Context: an optimization exercise on an open-source flow, tuned for a short achievable clock period and few clock cycles per item. The choices shown serve that exercise and are no tape-out recipe.
The RTL was checked by simulation tests, not by an equivalence proof against the original design.
Power and IR drop assume default switching activity.

== v6 ==
Design cache_top, start of the top module:
module cache_top (
    input  logic                                 clk,
    input  logic                                 proc_reset,
    input  logic                                 proc_read,
    input  logic                                 proc_write,
    input  logic [cache_pkg::addr_bits-1:0]      proc_addr,
    input  logic [cache_pkg::word_bits-1:0]      proc_wdata,
    output logic                                 proc_stall,
    output logic [cache_pkg::word_bits-1:0]      proc_rdata,
    output logic                                 mem_read,
    output logic                                 mem_write,
    output logic [cache_pkg::line_addr_bits-1:0] mem_addr,
    input  logic [cache_pkg::line_bits-1:0]      mem_rdata,
    output logic [cache_pkg::line_bits-1:0]      mem_wdata,
    input  logic                                 mem_ready
);
    localparam int NL = cache_pkg::num_lines;
    localparam int TB = cache_pkg::tag_bits;
    localparam int WB = cache_pkg::word_bits;
    localparam int LB = cache_pkg::line_bits;
    logic [LB-1:0] data_mem [NL];
    logic [TB-1:0] tag_mem  [NL];
    logic [NL-1:0] valid_bits;
    logic [NL-1:0] dirty_bits;
    logic          busy;      
    logic          done;
    logic          hit_wr;    
    logic [2:0]    idx;
    logic [1:0]    off;
    logic [TB-1:0] tag;
    logic          req;
    assign idx = proc_addr[4:2];
    assign off = proc_addr[1:0];
    assign tag = proc_addr[29:5];
    assign req = proc_read || proc_write;
  ...
==> module cache_top, before the edit <==
module cache_top (
    input  logic                                 clk,
    input  logic                                 proc_reset,
    input  logic                                 proc_read,
    input  logic                                 proc_write,
    input  logic [cache_pkg::addr_bits-1:0]      proc_addr,
    input  logic [cache_pkg::word_bits-1:0]      proc_wdata,
    output logic                                 proc_stall,
    output logic [cache_pkg::word_bits-1:0]      proc_rdata,
    output logic                                 mem_read,
    output logic                                 mem_write,
    output logic [cache_pkg::line_addr_bits-1:0] mem_addr,
    input  logic [cache_pkg::line_bits-1:0]      mem_rdata,
    output logic [cache_pkg::line_bits-1:0]      mem_wdata,
    input  logic                                 mem_ready
);
    localparam int NL = cache_pkg::num_lines;
    localparam int TB = cache_pkg::tag_bits;
    localparam int WB = cache_pkg::word_bits;
    localparam int LB = cache_pkg::line_bits;
    logic [LB-1:0] data_mem [NL];
    logic [TB-1:0] tag_mem  [NL];
    logic [NL-1:0] valid_bits;
    logic [NL-1:0] dirty_bits;
    logic          busy;      
    logic          done;
    logic          hit_wr;    
    logic [2:0]    idx;
    logic [1:0]    off;
    logic [TB-1:0] tag;
    logic          req;
    assign idx = proc_addr[4:2];
    assign off = proc_addr[1:0];
    assign tag = proc_addr[29:5];
    assign req = proc_read || proc_write;
    logic [NL-1:0] tag_eq;
    always_comb
        for (int i = 0; i < NL; i++)
            tag_eq[i] = (tag_mem[i] == tag);
    logic hit, vd, start;
    assign hit   = valid_bits[idx] && tag_eq[idx];
    assign vd    = valid_bits[idx] && dirty_bits[idx];
    assign start = req && !busy && !done;
    logic wb;     
    logic rd;     
    logic fill;
    assign fill = rd && mem_ready;
    logic done_n, wb_n, rd_n;
    always_comb begin
        done_n = (start && hit) || fill;
        wb_n   = wb;
        rd_n   = rd;
        if (start && !hit) begin
            wb_n = vd;
            rd_n = !vd;
        end else if (wb && mem_ready) begin
            wb_n = 1'b0;
            rd_n = 1'b1;
        end else if (fill) begin
            rd_n = 1'b0;
        end
    end
    always_ff @(posedge clk or posedge proc_reset) begin
        if (proc_reset) begin
            busy   <= 1'b0;
            done   <= 1'b0;
            wb     <= 1'b0;
            rd     <= 1'b0;
            hit_wr <= 1'b0;
        end else begin
            busy   <= wb_n || rd_n;
            done   <= done_n;
            wb     <= wb_n;
            rd     <= rd_n;
            hit_wr <= start && hit && proc_write;
        end
    end
    always_ff @(posedge clk) begin
        proc_stall <= proc_reset || !done_n;
        mem_write  <= !proc_reset && wb_n;
        mem_read   <= !proc_reset && rd_n;
    end
    logic [LB-1:0] cur_line;
    assign cur_line = data_mem[idx];
    always_ff @(posedge clk) begin
        proc_rdata <= mem_ready ? mem_rdata[off*WB +: WB] : cur_line[off*WB +: WB];
        mem_wdata  <= cur_line;
        mem_addr   <= ((start && vd) || (wb && !mem_ready)) ? {tag_mem[idx], idx}
                                                                  : proc_addr[29:2];
    end
    logic word_we;
    assign word_we = done && hit_wr;
    always_ff @(posedge clk or posedge proc_reset) begin
        if (proc_reset) begin
            valid_bits <= '0;
            dirty_bits <= '0;
        end else if (fill) begin
            valid_bits[idx] <= 1'b1;
            dirty_bits[idx] <= proc_write;
        end else if (word_we) begin
            dirty_bits[idx] <= 1'b1;
        end
    end
    logic [LB-1:0] fill_line;
    always_comb begin
        fill_line = mem_rdata;
        if (proc_write)
            fill_line[off*WB +: WB] = proc_wdata;
    end
    always_ff @(posedge clk) begin
        if (fill) begin
            data_mem[idx] <= fill_line;
            tag_mem[idx]  <= tag;
        end else if (word_we) begin
            data_mem[idx][off*WB +: WB] <= proc_wdata;
        end
    end
endmodule
Settings: LEC_CHECK=0, ABC_CLOCK_PERIOD_IN_PS=2000, CAP_MARGIN=20, CORE_MARGIN=2, CORE_UTILIZATION=40, SETUP_SLACK_MARGIN=3.5, SLEW_MARGIN=20; clock period 6.0 ns.
standard.sh (not shown) runs the stock make flow with config.mk's settings and CLKGATE_MAP_FILE= SYNTH_SCRIPT=/design/flow/synth_recipe.tcl, a recipe that flattens the netlist after the stock synthesis.
==> flow/flow/run.sh <==
#!/bin/bash
set -uo pipefail
bash standard.sh MATCH_CELL_FOOTPRINT=0 "BUFFER_PORTS_ARGS=-buffer_cell sky130_fd_sc_hd__buf_4" finish > flow_make.log 2>&1
rc=$?
cp -r orfs/logs flow_logs 2>/dev/null
exit $rc
Per the final summary, v6 finished and its layout is clean on timing, DRC and antenna.
Testbench counts of v6, summed over its fixed seeds: cycles 49,844, requests 12,000.
### v6 -> v7
==> flow/design.v, changed modules only <==
module cache_top (
    input  logic                                 clk,
    input  logic                                 proc_reset,
    input  logic                                 proc_read,
    input  logic                                 proc_write,
    input  logic [cache_pkg::addr_bits-1:0]      proc_addr,
    input  logic [cache_pkg::word_bits-1:0]      proc_wdata,
    output logic                                 proc_stall,
    output logic [cache_pkg::word_bits-1:0]      proc_rdata,
    output logic                                 mem_read,
    output logic                                 mem_write,
    output logic [cache_pkg::line_addr_bits-1:0] mem_addr,
    input  logic [cache_pkg::line_bits-1:0]      mem_rdata,
    output logic [cache_pkg::line_bits-1:0]      mem_wdata,
    input  logic                                 mem_ready
);
    localparam int NL = cache_pkg::num_lines;
    localparam int TB = cache_pkg::tag_bits;
    localparam int WB = cache_pkg::word_bits;
    localparam int LB = cache_pkg::line_bits;
    logic [LB-1:0] data_mem [NL];
    logic [TB-1:0] tag_mem  [NL];
    logic [NL-1:0] valid_bits;
    logic [NL-1:0] dirty_bits;
    logic          busy;      
    logic          done;
    logic          hit_wr;    
    logic [2:0]    idx;
    logic [1:0]    off;
    logic [TB-1:0] tag;
    logic          req;
    assign idx = proc_addr[4:2];
    assign off = proc_addr[1:0];
    assign tag = proc_addr[29:5];
    assign req = proc_read || proc_write;
    logic [NL-1:0] tag_eq;
    always_comb
        for (int i = 0; i < NL; i++)
            tag_eq[i] = (tag_mem[i] == tag);
    logic hit, vd, start;
    assign hit   = valid_bits[idx] && tag_eq[idx];
    assign vd    = valid_bits[idx] && dirty_bits[idx];
    assign start = req && !busy && !done;
    logic fill;
    assign fill = mem_read && mem_ready;
    always_ff @(posedge clk or posedge proc_reset) begin
        if (proc_reset) begin
            busy       <= 1'b0;
            done       <= 1'b0;
            proc_stall <= 1'b1;
            mem_read   <= 1'b0;
            mem_write  <= 1'b0;
            hit_wr     <= 1'b0;
        end else begin
            done       <= (start && hit) || fill;
            proc_stall <= !((start && hit) || fill);
            hit_wr     <= start && hit && proc_write;
            if (start && !hit) begin
                busy      <= 1'b1;
                mem_write <= vd;
                mem_read  <= !vd;
            end else if (mem_write && mem_ready) begin
                mem_write <= 1'b0;
                mem_read  <= 1'b1;
            end else if (fill) begin
                busy      <= 1'b0;
                mem_read  <= 1'b0;
            end
        end
    end
    logic [LB-1:0] cur_line;
    assign cur_line = data_mem[idx];
    always_ff @(posedge clk) begin
        proc_rdata <= mem_read ? mem_rdata[off*WB +: WB] : cur_line[off*WB +: WB];
        mem_wdata  <= cur_line;
        mem_addr   <= ((start && vd) || (mem_write && !mem_ready)) ? {tag_mem[idx], idx}
                                                                  : proc_addr[29:2];
    end
    logic word_we;
    assign word_we = done && hit_wr;
    always_ff @(posedge clk or posedge proc_reset) begin
        if (proc_reset) begin
            valid_bits <= '0;
            dirty_bits <= '0;
        end else if (fill) begin
            valid_bits[idx] <= 1'b1;
            dirty_bits[idx] <= proc_write;
        end else if (word_we) begin
            dirty_bits[idx] <= 1'b1;
        end
    end
    logic [LB-1:0] fill_line;
    always_comb begin
        fill_line = mem_rdata;
        if (proc_write)
            fill_line[off*WB +: WB] = proc_wdata;
    end
    always_ff @(posedge clk) begin
        if (fill) begin
            data_mem[idx] <= fill_line;
            tag_mem[idx]  <= tag;
        end else if (word_we) begin
            data_mem[idx][off*WB +: WB] <= proc_wdata;
        end
    end
endmodule
Results
- v6 → v7: footprint of the multi-input gates has decreased, cell depth of the worst hold path has remained practically unchanged, portion of total power attributed to the clock network has decreased, fmax has remained practically unchanged.
- For number of different library cells in the post-synthesis netlist, dividing the value from v7 by the value from v6 gives 0.828.
Testbench counts of v7, summed over its fixed seeds: cycles 49,844, requests 12,000.

-- static timing again, ports no longer ideal --
In the flow no input, the clock included, has a driving cell. The finished layouts below were timed again as built, in two steps. Step 1 sets driving cells, clkbuf_16 on the clock port and buf_2 on the other inputs (assumed; they add their load-dependent delay and slew). Step 2 also shifts input and output timing later by t, the mid clock arrival at the registers, as if the neighbouring blocks saw the same clock. Slacks: ideal / step 1 / step 2; pairs: ideal / step 1.
run | t, ns | setup slack, ns | worst setup path at the end | worst slew at a driven data input, ns | pins driven straight from the clock port
v6 | 0.873 | 3.245 / 3.004 / 2.131 | input to register | 0.38 | 1
v7 | 0.869 | 3.246 / 3.164 / 2.374 | input to register | 0.36 | 1
After both steps every run listed still meets setup and hold. For v6, which loses most, drivers alone change the setup slack by -0.241 ns; drivers and shift together by -1.114 ns.
